This design comes from an exercise in tuning for small area and a short achievable clock period on the open sky130 flow, not from production work. In this exercise RTL edits were held to simulation tests only and were not proved equivalent to the original. Power and IR drop assume default switching activity.

==> flow/design.v (excerpt) <==
module fft_test_core #(
  localparam int IW = 12,
  localparam int OW = 19,
  localparam int AW = 43
) (
  input  logic                 aclk,
  input  logic                 aresetn,
  input  logic [IW-1:0]        input_data_ch1,
  output logic signed [OW-1:0] fft_real,
  output logic signed [OW-1:0] fft_imag,
  output logic [AW-1:0]        amp,
  output logic                 fft_out_valid
);
==> flow/config.mk <==
export PLATFORM = sky130hd
export DESIGN_NAME = fft_test_core
export DESIGN_NICKNAME = fft_test_core
export VERILOG_FILES = /design/flow/design.v
export SDC_FILE = /design/flow/constraint.sdc
export NUM_CORES = 8
export LEC_CHECK = 0
export ABC_AREA = 1
export CAP_MARGIN = 20
export CORE_MARGIN = 2
export CORE_UTILIZATION = 55
export SLEW_MARGIN = 20
export SYNTH_HIERARCHICAL = 1
export SYNTH_MINIMUM_KEEP_SIZE = 0
==> flow/constraint.sdc <==
create_clock -name core_clock -period 16.0 [get_ports {aclk}]
set_input_delay 3.2000 -clock core_clock [delete_from_list [all_inputs] [get_ports {aclk}]]
set_output_delay 3.2000 -clock core_clock [all_outputs]
set_load 0.01 [all_outputs]
standard.sh (not shown) runs the stock make flow with config.mk's settings and CLKGATE_MAP_FILE= SYNTH_SCRIPT=/design/flow/synth_recipe.tcl, a recipe that flattens the netlist after the stock synthesis.
==> flow/flow/run.sh <==
#!/bin/bash
# The standard ORFS layout, with repair_timing aiming for a larger setup slack
# (the clock and constraints stay the design's) and a clock tree without dummy loads.
# Make's full output goes to make.log.
set -euo pipefail
export CTS_ARGS="-sink_clustering_enable -repair_clock_nets -dont_use_dummy_load -sink_clustering_size 25 -sink_clustering_max_diameter 70"
bash standard.sh SETUP_SLACK_MARGIN=${MARGIN:-11.4} finish > make.log 2>&1
==> next run, changes <==
--- a/flow/flow/run.sh
+++ b/flow/flow/run.sh
@@ -6,2 +6,2 @@
 export CTS_ARGS="-sink_clustering_enable -repair_clock_nets -dont_use_dummy_load -sink_clustering_size 25 -sink_clustering_max_diameter 70"
-bash standard.sh SETUP_SLACK_MARGIN=${MARGIN:-11.4} finish > make.log 2>&1
+bash standard.sh SETUP_SLACK_MARGIN=${MARGIN:-11.5} finish > make.log 2>&1
PLACE_DENSITY = 0.5   (was unset)
Result: Clock skew drops by 0.0075 ns. Flip-flop and latch count is unchanged. Die area stays the same. Global-route usage stays flat.
==> next run, changes <==
--- a/flow/flow/run.sh
+++ b/flow/flow/run.sh
@@ -6,2 +6,2 @@
 export CTS_ARGS="-sink_clustering_enable -repair_clock_nets -dont_use_dummy_load -sink_clustering_size 25 -sink_clustering_max_diameter 70"
-bash standard.sh SETUP_SLACK_MARGIN=${MARGIN:-11.5} finish > make.log 2>&1
+bash standard.sh SETUP_SLACK_MARGIN=${MARGIN:-11.65} finish > make.log 2>&1
ABC_AREA = unset   (was 1)
PLACE_DENSITY = unset   (was 0.5)
=>
- design area rises by a few percent
- hold slack improved by 0.0038 ns
- wire length fell by a few percent
- area after synthesis is higher slightly
- critical path depth does not change
- power hardly moves
==> next run, changes <==
--- a/flow/flow/run.sh
+++ b/flow/flow/run.sh
@@ -6,2 +6,2 @@
 export CTS_ARGS="-sink_clustering_enable -repair_clock_nets -dont_use_dummy_load -sink_clustering_size 25 -sink_clustering_max_diameter 70"
-bash standard.sh SETUP_SLACK_MARGIN=${MARGIN:-11.65} finish > make.log 2>&1
+bash standard.sh SETUP_SLACK_MARGIN=${MARGIN:-11.5} finish > make.log 2>&1
ABC_AREA = 1   (was unset)
TNS_END_PERCENT = 10   (was unset)
=> Power stays flat; non-clock buffer count decreases by 320; synthesized cell count increases by 5.5%; wire length increases by 2.5%.

---

Setup of try-garnet:
Another version of the RTL of fft_test_core (not shown whole).
Size: roughly 8100 cells after synthesis, roughly 96 I/O pins.
Settings: LEC_CHECK=0, CAP_MARGIN=20, CORE_MARGIN=2, CORE_UTILIZATION=45, PLACE_DENSITY=0.7, SLEW_MARGIN=20, SYNTH_HIERARCHICAL=1, SYNTH_MINIMUM_KEEP_SIZE=0; clock period 16.0 ns.
==> flow/flow/run.sh <==
#!/bin/bash
# The standard ORFS layout, with repair_timing aiming for a larger setup slack
# (the clock and constraints stay the design's) and a clock tree without dummy loads.
# Make's full output goes to make.log.
set -euo pipefail
export CTS_ARGS="-sink_clustering_enable -repair_clock_nets -dont_use_dummy_load -sink_clustering_size 25 -sink_clustering_max_diameter 70"
bash standard.sh SETUP_SLACK_MARGIN=${MARGIN:-11.5} finish > make.log 2>&1
diff inputs: try-garnet => try-maple
# try-garnet
export LEC_CHECK = 0
export CAP_MARGIN = 20
export CORE_MARGIN = 2
export CORE_UTILIZATION = 45
export PLACE_DENSITY = 0.7
export SLEW_MARGIN = 20
export SYNTH_HIERARCHICAL = 1
export SYNTH_MINIMUM_KEEP_SIZE = 0
create_clock -name core_clock -period 16.0 [get_ports {aclk}]
# try-maple
export LEC_CHECK = 0
export CAP_MARGIN = 20
export CORE_MARGIN = 2
export CORE_UTILIZATION = 55
export PLACE_DENSITY = 0.7
export SLEW_MARGIN = 20
export SYNTH_HIERARCHICAL = 1
export SYNTH_MINIMUM_KEEP_SIZE = 0
create_clock -name core_clock -period 16.0 [get_ports {aclk}]
Notes after the runs:
[compare] base=try-garnet new=try-maple: post-route worst hold slack climbed 0.031 ns; floorplan die height dropped about 9%; area after synthesis barely changed; fraction of power consumed by combinational cells barely changed. Power of try-maple is on par with try-garnet. Going from try-garnet to try-maple, peak clock frequency supported by timing went down 0.69%, clock latency of the later-clocked register in the worst-skew pair essentially unchanged, ratio of routed vias to standard cells grew by 0.30, first-pass GRT wire length grew by 4200 um, tightest slew margin relative to the limit lost 10 points.
Relative to try-maple, the following input files were edited for try-xenon:
# try-maple
export LEC_CHECK = 0
export CAP_MARGIN = 20
export CORE_MARGIN = 2
export CORE_UTILIZATION = 55
export PLACE_DENSITY = 0.7
export SLEW_MARGIN = 20
export SYNTH_HIERARCHICAL = 1
export SYNTH_MINIMUM_KEEP_SIZE = 0
create_clock -name core_clock -period 16.0 [get_ports {aclk}]
# try-xenon
export LEC_CHECK = 0
export CAP_MARGIN = 20
export CORE_MARGIN = 2
export CORE_UTILIZATION = 55
export SLEW_MARGIN = 20
export SYNTH_HIERARCHICAL = 1
export SYNTH_MINIMUM_KEEP_SIZE = 0
create_clock -name core_clock -period 16.0 [get_ports {aclk}]
Notes after the runs:
On relative contribution of combinational cells to total power, try-xenon tracks try-maple almost exactly. Of try-xenon and try-maple, the higher area growth from synthesis to layout belongs to try-xenon. In the route summary, try-xenon ends up with a via count below that of try-maple. Total wirelength of the detailed-routed design (lower): try-maple. Looking only at total number of cells along the worst setup path, and setting everything else aside, the lower value of try-xenon and try-maple goes to try-maple. Against try-maple, try-xenon comes in 0.016 ns lower on clock period minus worst slack. ~same power per standard cell area in try-xenon and try-maple.
Setup changes, try-xenon to try-quartz
# try-xenon
export LEC_CHECK = 0
export CAP_MARGIN = 20
export CORE_MARGIN = 2
export CORE_UTILIZATION = 55
export SLEW_MARGIN = 20
export SYNTH_HIERARCHICAL = 1
export SYNTH_MINIMUM_KEEP_SIZE = 0
create_clock -name core_clock -period 16.0 [get_ports {aclk}]
# try-quartz
export LEC_CHECK = 0
export CAP_MARGIN = 20
export CORE_MARGIN = 2
export CORE_UTILIZATION = 60
export PLACE_DENSITY = 0.7
export SLEW_MARGIN = 20
export SYNTH_HIERARCHICAL = 1
export SYNTH_MINIMUM_KEEP_SIZE = 0
create_clock -name core_clock -period 16.0 [get_ports {aclk}]
==> run summary <==
Summary of try-quartz over try-xenon: global-route wire length before repair saw a decrease; maximum vdd ir drop saw a decrease. try-quartz improves on try-xenon in maximum clock frequency. End-of-flow core utilization delta for try-quartz relative to try-xenon: 4.7 points higher. Slew at the pin with the worst max-slew slack is higher on try-quartz. The higher initial cell density of the core came out of try-quartz. Going from try-xenon to try-quartz, via count of the first global-routing pass down 0.62%; total power flat.
### try-quartz -> try-cedar
# try-quartz
export LEC_CHECK = 0
export CAP_MARGIN = 20
export CORE_MARGIN = 2
export CORE_UTILIZATION = 60
export PLACE_DENSITY = 0.7
export SLEW_MARGIN = 20
export SYNTH_HIERARCHICAL = 1
export SYNTH_MINIMUM_KEEP_SIZE = 0
create_clock -name core_clock -period 16.0 [get_ports {aclk}]
# try-cedar
export LEC_CHECK = 0
export CAP_MARGIN = 20
export CORE_MARGIN = 2
export CORE_UTILIZATION = 55
export SLEW_MARGIN = 20
export SYNTH_HIERARCHICAL = 1
export SYNTH_MINIMUM_KEEP_SIZE = 0
create_clock -name core_clock -period 16.0 [get_ports {aclk}]
--- a/flow/flow/run.sh
+++ b/flow/flow/run.sh
@@ -7 +7 @@
-bash standard.sh SETUP_SLACK_MARGIN=${MARGIN:-11.5} finish > make.log 2>&1
+bash standard.sh SETUP_SLACK_MARGIN=${MARGIN:-11.35} finish > make.log 2>&1
[summary]
- try-cedar — number of setup buffers added after CTS 18 lower, try-quartz as reference
- Looking at number of inserted diodes across try-quartz and try-cedar, the one that comes out lower is try-quartz.
- Of try-quartz and try-cedar, the higher total vias in the final route belongs to try-quartz.
- First-pass detailed-route iteration total, try-quartz and try-cedar, lower one = try-quartz.
- In try-cedar, the hold slack came out 0.0060 ns above the value in try-quartz.

---

fft_test_core with an RTL version that a note above also has.
Size: ~9,500 cells after synthesis, roughly 2,600 flip-flops, roughly 0.097 sq mm of cells after synthesis.
// fft_test_core
module fft_test_core #(
  localparam int IW = 12,
  localparam int OW = 19,
  localparam int AW = 43
) (
  input  logic                 aclk,
  input  logic                 aresetn,
  input  logic [IW-1:0]        input_data_ch1,
  output logic signed [OW-1:0] fft_real,
  output logic signed [OW-1:0] fft_imag,
  output logic [AW-1:0]        amp,
  output logic                 fft_out_valid
);
  logic [8:0] tau;
  always_ff @(posedge aclk or negedge aresetn) begin
    if (!aresetn) tau <= '0;
    else          tau <= (tau == 9'd319) ? 9'd0 : tau + 9'd1;
  end
  logic signed [IW-1:0] din_r, din_rr, cap0, cap1;
  always_ff @(posedge aclk) begin
    din_r  <= {~input_data_ch1[IW-1], input_data_ch1[IW-2:0]};
    din_rr <= din_r;
  end
  assign cap0 = tau[0] ? din_r : din_rr;
  assign cap1 = tau[0] ? din_rr : din_r;
  logic [31:0][33:0] r0, r1, r0_n, r1_n;
  logic [8:0] tau_n, tau_w;
  assign tau_n = (tau == 9'd319) ? 9'd0 : tau + 9'd1;
  assign tau_w = tau_n - 9'd3;
  logic is0_0, wb0_0, is0_1, wb0_1, is1_0, wb1_0, is1_1, wb1_1, is2_0, wb2_0, is2_1, wb2_1, is3_0, wb3_0, is3_1, wb3_1, is4_0, wb4_0, is4_1, wb4_1, is5_1, wb5_1, issq, sq_sub, out_ph;
  logic [4:0] m;
  always_ff @(posedge aclk or negedge aresetn) begin
    if (!aresetn) begin
      is0_0 <= 1'b0;
      wb0_0 <= 1'b0;
      is0_1 <= 1'b0;
      wb0_1 <= 1'b0;
      is1_0 <= 1'b0;
      wb1_0 <= 1'b0;
      is1_1 <= 1'b0;
      wb1_1 <= 1'b0;
      is2_0 <= 1'b0;
      wb2_0 <= 1'b0;
      is2_1 <= 1'b0;
      wb2_1 <= 1'b0;
      is3_0 <= 1'b0;
      wb3_0 <= 1'b0;
      is3_1 <= 1'b0;
      wb3_1 <= 1'b0;
      is4_0 <= 1'b0;
      wb4_0 <= 1'b0;
      is4_1 <= 1'b0;
      wb4_1 <= 1'b0;
      is5_1 <= 1'b0;
      wb5_1 <= 1'b0;
      issq <= 1'b0;
      sq_sub <= 1'b0;
      out_ph <= 1'b0;
      m <= '0;
    end else begin
  ...
export LEC_CHECK = 0
export ABC_AREA = 1
export CAP_MARGIN = 20
export CORE_MARGIN = 2
export CORE_UTILIZATION = 55
export SLEW_MARGIN = 20
export SYNTH_HIERARCHICAL = 1
export SYNTH_MINIMUM_KEEP_SIZE = 0
create_clock -name core_clock -period 16.0 [get_ports {aclk}]
==> flow/flow/run.sh <==
#!/bin/bash
# The standard ORFS layout, with repair_timing aiming for a larger setup slack
# (the clock and constraints stay the design's) and a clock tree without dummy loads.
# Make's full output goes to make.log.
set -euo pipefail
export CTS_ARGS="-sink_clustering_enable -repair_clock_nets -dont_use_dummy_load -sink_clustering_size 25 -sink_clustering_max_diameter 70"
bash standard.sh SETUP_SLACK_MARGIN=${MARGIN:-11.65} finish > make.log 2>&1
The starting point finished with timing, DRC and antenna clean.
Then changed:
--- a/flow/flow/run.sh
+++ b/flow/flow/run.sh
@@ -6,2 +6,2 @@
 export CTS_ARGS="-sink_clustering_enable -repair_clock_nets -dont_use_dummy_load -sink_clustering_size 25 -sink_clustering_max_diameter 70"
-bash standard.sh SETUP_SLACK_MARGIN=${MARGIN:-11.65} finish > make.log 2>&1
+bash standard.sh SETUP_SLACK_MARGIN=${MARGIN:-11.5} finish > make.log 2>&1
Settings changed: TNS_END_PERCENT set to 30.
Result: Core utilization falls by 0.98 points; power hardly moves; first-iteration DRC count rises by 3.2%; non-clock buffer count falls by 83; wire length hardly moves.
Then changed:
Settings changed: PLACE_DENSITY set to 0.7, TNS_END_PERCENT 30 to not set.
The changed run completed without violations.
Clock power barely changes.
Critical path depth stays the same.
Non-clock buffer count increases by 36.
Synthesized cell count is unchanged.
Final cell count increases by 0.35%.
Setup slack gets better by 0.019 ns.
Then changed:
Settings changed: ABC_AREA 1 to not set, CORE_UTILIZATION 55 to 50, PLACE_DENSITY 0.7 to not set.
What happened: Die area goes up by 12%. Worst hold slack hardly moves. Via count goes down by 3.0%. Routed wire length goes down by 5.8%. Total power stays flat. Cell count goes down by 2.5%. First-iteration DRC count goes down by 13%. Global-route usage goes down by 5.8 points. Synthesized cell count goes down by 5.2%. Utilization goes down by 5.2 points. Critical path depth does not change.
Then changed:
--- a/flow/flow/run.sh
+++ b/flow/flow/run.sh
@@ -5,3 +5,3 @@
 set -euo pipefail
-export CTS_ARGS="-sink_clustering_enable -repair_clock_nets -dont_use_dummy_load -sink_clustering_size 25 -sink_clustering_max_diameter 70"
+export CTS_ARGS="-sink_clustering_enable -repair_clock_nets -dont_use_dummy_load -sink_clustering_size 20 -sink_clustering_max_diameter 60"
 bash standard.sh SETUP_SLACK_MARGIN=${MARGIN:-11.5} finish > make.log 2>&1
Settings changed: CORE_UTILIZATION 50 to 55.
After rerunning: The new run finished clean. Clock power climbs by 8.1%. Power came out higher by 2.8%. Die area fell by 9.0%. Final cell count shrinks by 2.0%.
Then changed:
--- a/flow/flow/run.sh
+++ b/flow/flow/run.sh
@@ -5,3 +5,3 @@
 set -euo pipefail
-export CTS_ARGS="-sink_clustering_enable -repair_clock_nets -dont_use_dummy_load -sink_clustering_size 20 -sink_clustering_max_diameter 60"
+export CTS_ARGS="-sink_clustering_enable -repair_clock_nets -dont_use_dummy_load -sink_clustering_size 25 -sink_clustering_max_diameter 70"
 bash standard.sh SETUP_SLACK_MARGIN=${MARGIN:-11.5} finish > make.log 2>&1
=> The new run produced a clean layout; setup slack stays flat; hold slack hardly moves; design area is lower by about 0.9%; clock power went down by 7.7%; die area stays the same; wire length drops by 0.84%; fmax hardly moves; flip-flop and latch count stays the same; sequential share of layout area grows by 0.44 points.

[afterwards: timing with drivers on the ports]
In the flow no input, the clock included, has a driving cell. The finished layouts below were timed again as built, in two steps.
Step 1 sets driving cells, clkbuf_16 on the clock port and buf_2 on the other inputs (assumed; they add their load-dependent delay and slew).
Step 2 moves the port delays by t, midway between the first and last clock arrival at a register: inputs arrive t later, outputs are due t later. That takes back most of the time a late clock gives input paths.
Three values: ideal, step 1, step 2; two values: the first two.
run	shift t [ns]	setup WS [ns]	worst setup path at the end	latest minus earliest clock arrival (ns)
the first run of note 1	0.880	11.452 / 11.358 / 11.309	input, reset recovery	0.114 / 0.114
the second run of note 1	0.892	11.408 / 11.317 / 11.397	input, reset recovery	0.112 / 0.112
the third run of note 1	0.858	11.432 / 11.350 / 11.447	input, reset recovery	0.105 / 0.105
the fourth run of note 1	0.881	11.412 / 11.331 / 11.322	input, reset recovery	0.110 / 0.109
try-garnet	0.875	11.413 / 11.328 / 11.510	register to register	0.122 / 0.121
try-maple	0.867	11.381 / 11.298 / 11.486	register to register	0.114 / 0.114
try-xenon	0.855	11.396 / 11.315 / 11.178	input, reset recovery	0.122 / 0.121
try-quartz	0.855	11.434 / 11.353 / 11.543	register to register	0.127 / 0.127
try-cedar	0.881	11.382 / 11.292 / 11.195	input, reset recovery	0.136 / 0.136
the first run of note 3	0.892	11.423 / 11.332 / 11.378	input, reset recovery	0.117 / 0.118
the second run of note 3	0.884	11.413 / 11.331 / 11.299	input, reset recovery	0.113 / 0.113
the third run of note 3	0.894	11.431 / 11.343 / 11.450	input, reset recovery	0.144 / 0.144
the fourth run of note 3	0.863	11.460 / 11.376 / 11.426	input, reset recovery	0.143 / 0.142
the fifth run of note 3	0.883	11.408 / 11.314 / 11.519	register to register	0.134 / 0.133
the sixth run of note 3	0.883	11.410 / 11.322 / 11.527	input, reset recovery	0.096 / 0.096
After both steps every run listed still meets setup and hold. The setup slack of try-xenon, which loses most, moves by -0.081 ns with the drivers and by -0.218 ns with both steps. The worst setup slack also covers recovery checks on asynchronous resets.
